Background: an optimization exercise with open tools, aiming at small area. Do not read the settings as production practice.
RTL that was checked went through simulation tests only; none was proved equivalent to the original.
Power is estimated from default activity; no workload was simulated.

## cache_ctrl_fsm
module cache_ctrl_fsm #(
  parameter int ADDR_W   = 32,
  parameter int INDEX_W  = 4,
  parameter int OFFSET_W = 4
) (
  input  logic                clk_i,
  input  logic                rst_i,
  input  logic                cpu_req_i,
  input  logic                cpu_we_i,
  input  logic [ADDR_W-1:0]   cpu_addr_i,
  output logic                cpu_ready_o,
  output logic                cpu_hit_o,
  output logic                busy_o,
  input  logic [1:0]          lru_way_i,
  output logic                lru_update_o,
  output logic [INDEX_W-1:0]  lru_set_o,
  output logic [1:0]          lru_access_way_o,
  output logic                mem_req_o,
  output logic                mem_we_o,
  output logic [ADDR_W-1:0]   mem_addr_o,
  input  logic                mem_ack_i,
  output logic                fill_pulse_o,
  output logic [15:0]         hit_count_o,
  output logic [15:0]         miss_count_o
);
Size in the first run: about 1700 flip-flops, roughly 59000 um2 of cells after synthesis.
==> flow/config.mk <==
export PLATFORM = sky130hd
export DESIGN_NAME = cache_ctrl_fsm
export DESIGN_NICKNAME = cache_ctrl_fsm
export VERILOG_FILES = /design/flow/design.v
export SDC_FILE = /design/flow/constraint.sdc
export NUM_CORES = 4
export LEC_CHECK = 0
export CAP_MARGIN = 20
export CORE_MARGIN = 2
export CORE_UTILIZATION = 60
export CTS_CLUSTER_DIAMETER = 80
export CTS_CLUSTER_SIZE = 30
export SETUP_SLACK_MARGIN = 0.2
export SLEW_MARGIN = 20
==> flow/constraint.sdc <==
create_clock -name core_clock -period 8.0 [get_ports {clk_i}]
set_input_delay 1.6000 -clock core_clock [delete_from_list [all_inputs] [get_ports {clk_i}]]
set_output_delay 1.6000 -clock core_clock [all_outputs]
set_load 0.01 [all_outputs]
run.sh (not shown) runs the stock make flow with config.mk's settings and CLKGATE_MAP_FILE= SYNTH_SCRIPT=/design/flow/synth_recipe.tcl, a recipe that flattens the netlist after the stock synthesis.
The starting point completed without violations.
==> next run, changes <==
- CTS_CLUSTER_DIAMETER: 80 -> 60
- CTS_CLUSTER_SIZE: 30 -> 20
After rerunning: Non-clock buffer count is unchanged; core utilization grows by 1.9 points; cell area rose by 3.0%; routed wire length increases by 0.99%.
No functional check of the RTL was part of any run of this note.

delta:
cache_ctrl_fsm, a different RTL version from the one above (not shown whole).
Size in the first run: roughly 4000 cells after synthesis, roughly 1800 flip-flops, about 120 I/O pins, about 51000 um2 of cells after synthesis.
==> flow/design.v (excerpt) <==
module cache_ctrl_fsm #(
  parameter int ADDR_W   = 32,
  parameter int INDEX_W  = 4,
  parameter int OFFSET_W = 4
) (
  input  logic                clk_i,
  input  logic                rst_i,
  input  logic                cpu_req_i,
  input  logic                cpu_we_i,
  input  logic [ADDR_W-1:0]   cpu_addr_i,
  output logic                cpu_ready_o,
  output logic                cpu_hit_o,
  output logic                busy_o,
  input  logic [1:0]          lru_way_i,
  output logic                lru_update_o,
  output logic [INDEX_W-1:0]  lru_set_o,
  output logic [1:0]          lru_access_way_o,
  output logic                mem_req_o,
  output logic                mem_we_o,
  output logic [ADDR_W-1:0]   mem_addr_o,
  input  logic                mem_ack_i,
  output logic                fill_pulse_o,
  output logic [15:0]         hit_count_o,
  output logic [15:0]         miss_count_o
);
  localparam int TAG_W = ADDR_W - INDEX_W - OFFSET_W;
  localparam int SETS  = 1 << INDEX_W;
  localparam int LINES = SETS * 4;
  localparam logic [2:0] S_IDLE = 3'b000;
  ...
make LEC_CHECK=0 CAP_MARGIN=20 CORE_MARGIN=2 CORE_UTILIZATION=70 CTS_CLUSTER_DIAMETER=70 CTS_CLUSTER_SIZE=28 GPL_ROUTABILITY_DRIVEN=0 PLACE_DENSITY=0.85 SLEW_MARGIN=20 SYNTH_HIERARCHICAL=1 finish   # period 8.0 ns
For alpha, these inputs were changed with respect to delta:
Settings: GPL_ROUTABILITY_DRIVEN no longer set, was 0; PLACE_DENSITY now 0.9, was 0.85; CORE_UTILIZATION now 75, was 70.
Results
- alpha falls short of delta in switching power of the nets.
- Fraction of the cycle the final worst path needs (alpha over delta): decrease, 0.40 points
- Comparing alpha and delta, the lower critical path depth is on alpha.

## the previous run
Another version of the RTL of cache_ctrl_fsm (not shown whole).
For scale: about 4100 cells after synthesis, ~120 I/O pins, roughly 54000 sq um of cells after synthesis.
clock: 8.0 ns
lec_check: 0
cap_margin: 20
core_margin: 2
core_utilization: 80
cts_cluster_diameter: 70
cts_cluster_size: 25
slew_margin: 20
The following lists how the current run was set up differently from the previous run:
--- a/flow/config.mk
+++ b/flow/config.mk
@@ -10 +10 @@
-export CORE_UTILIZATION = 80
+export CORE_UTILIZATION = 70
Results
Relative slew slack is higher on the previous run
The previous run -> the current run: number of well taps increased by more than 10%
Post-route total power delta (the previous run -> the current run): insignificant
Uppermost signal routing layer after detailed routing = met5: the current run; uppermost signal routing layer after detailed routing = met4: the previous run

RTL: one of the versions met above, not the one the previous note started from.
For scale: about 5,500 cells after synthesis, roughly 1,800 flip-flops, roughly 120 I/O pins, about 52,000 µm² of cells after synthesis.
## cache_ctrl_fsm
module cache_ctrl_fsm #(
  parameter int ADDR_W   = 32,
  parameter int INDEX_W  = 4,
  parameter int OFFSET_W = 4
) (
  input  logic                clk_i,
  input  logic                rst_i,
  input  logic                cpu_req_i,
  input  logic                cpu_we_i,
  input  logic [ADDR_W-1:0]   cpu_addr_i,
  output logic                cpu_ready_o,
  output logic                cpu_hit_o,
  output logic                busy_o,
  input  logic [1:0]          lru_way_i,
  output logic                lru_update_o,
  output logic [INDEX_W-1:0]  lru_set_o,
  output logic [1:0]          lru_access_way_o,
  output logic                mem_req_o,
  output logic                mem_we_o,
  output logic [ADDR_W-1:0]   mem_addr_o,
  input  logic                mem_ack_i,
  output logic                fill_pulse_o,
  output logic [15:0]         hit_count_o,
  output logic [15:0]         miss_count_o
);
  localparam int TAG_W = ADDR_W - INDEX_W - OFFSET_W;
  localparam int SETS  = 1 << INDEX_W;
  localparam int LINES = SETS * 4;
  localparam logic [2:0] S_IDLE = 3'b000;
  localparam logic [2:0] S_CMP  = 3'b001;
  localparam logic [2:0] S_WB   = 3'b011;
  localparam logic [2:0] S_RF   = 3'b010;
  ...
Settings: LEC_CHECK=0, ABC_AREA=1, CAP_MARGIN=20, CORE_MARGIN=2, CORE_UTILIZATION=70, CTS_CLUSTER_DIAMETER=70, CTS_CLUSTER_SIZE=28, PLACE_DENSITY=0.85, SLEW_MARGIN=20; clock period 8.0 ns.
The starting point finished clean.
Edit:
Settings changed: ABC_AREA 1 to not set, SYNTH_HIERARCHICAL set to 1.
Die area falls slightly. Cell count drops by about a fifth. Wire length went up slightly. Worst setup slack gets worse by 0.14 ns. Total power falls by a few percent. Synthesized area drops slightly. Non-clock buffer count goes up by 54. Sequential power rises by a few percent. Register-to-register slack is worse by 0.91 ns. Utilization grows by 0.24 points.
Edit:
Settings changed: CORE_UTILIZATION 70 to 80, PLACE_DENSITY 0.85 to 0.95.
=>
- The changed run finished with setup timing left
- clock-buffer cell count is higher by 1
- cell area is about the same
- power goes up slightly

[afterwards: timing with drivers on the ports]
No port has a modelled driver above. Below, the same layouts with a new extraction and two added sets of constraints. Step 1 assumes that a clkbuf_16 drives the clock port and a buf_2 every other input. Step 2, shift: input delay + t, output delay - t, t = (earliest + latest rising clock arrival at the registers) / 2. This alone moves slack from input paths to output paths. a / b / c = no drivers / after step 1 / after step 2; a / b = the first two.
run	t (ns)	setup slack, ns	hold slack, ns	worst slew at a driven data input, ns	cell pins on the clock port's net
the first run of note 1	0.748	0.544 / 0.474 / 1.221	0.341 / 0.341 / 0.341	0.05	1
the second run of note 1	0.782	0.542 / 0.473 / 1.255	0.340 / 0.340 / 0.340	0.05	1
delta	0.730	0.208 / 0.177 / 0.177	0.323 / 0.323 / 0.323	0.15	1
alpha	0.737	0.240 / 0.209 / 0.209	0.320 / 0.320 / 0.320	0.13	1
the previous run	0.741	1.706 / 1.633 / 2.374	0.343 / 0.343 / 0.343	0.06	1
the current run	0.726	1.689 / 1.622 / 2.348	0.336 / 0.336 / 0.336	0.04	1
the first run of note 4	0.728	0.419 / 0.398 / 0.398	0.317 / 0.317 / 0.317	0.13	1
the second run of note 4	0.722	0.278 / 0.252 / 0.252	0.328 / 0.328 / 0.328	0.15	1
the third run of note 4	0.742	-0.096 / -0.125 / -0.125	0.326 / 0.326 / 0.326	0.12	1
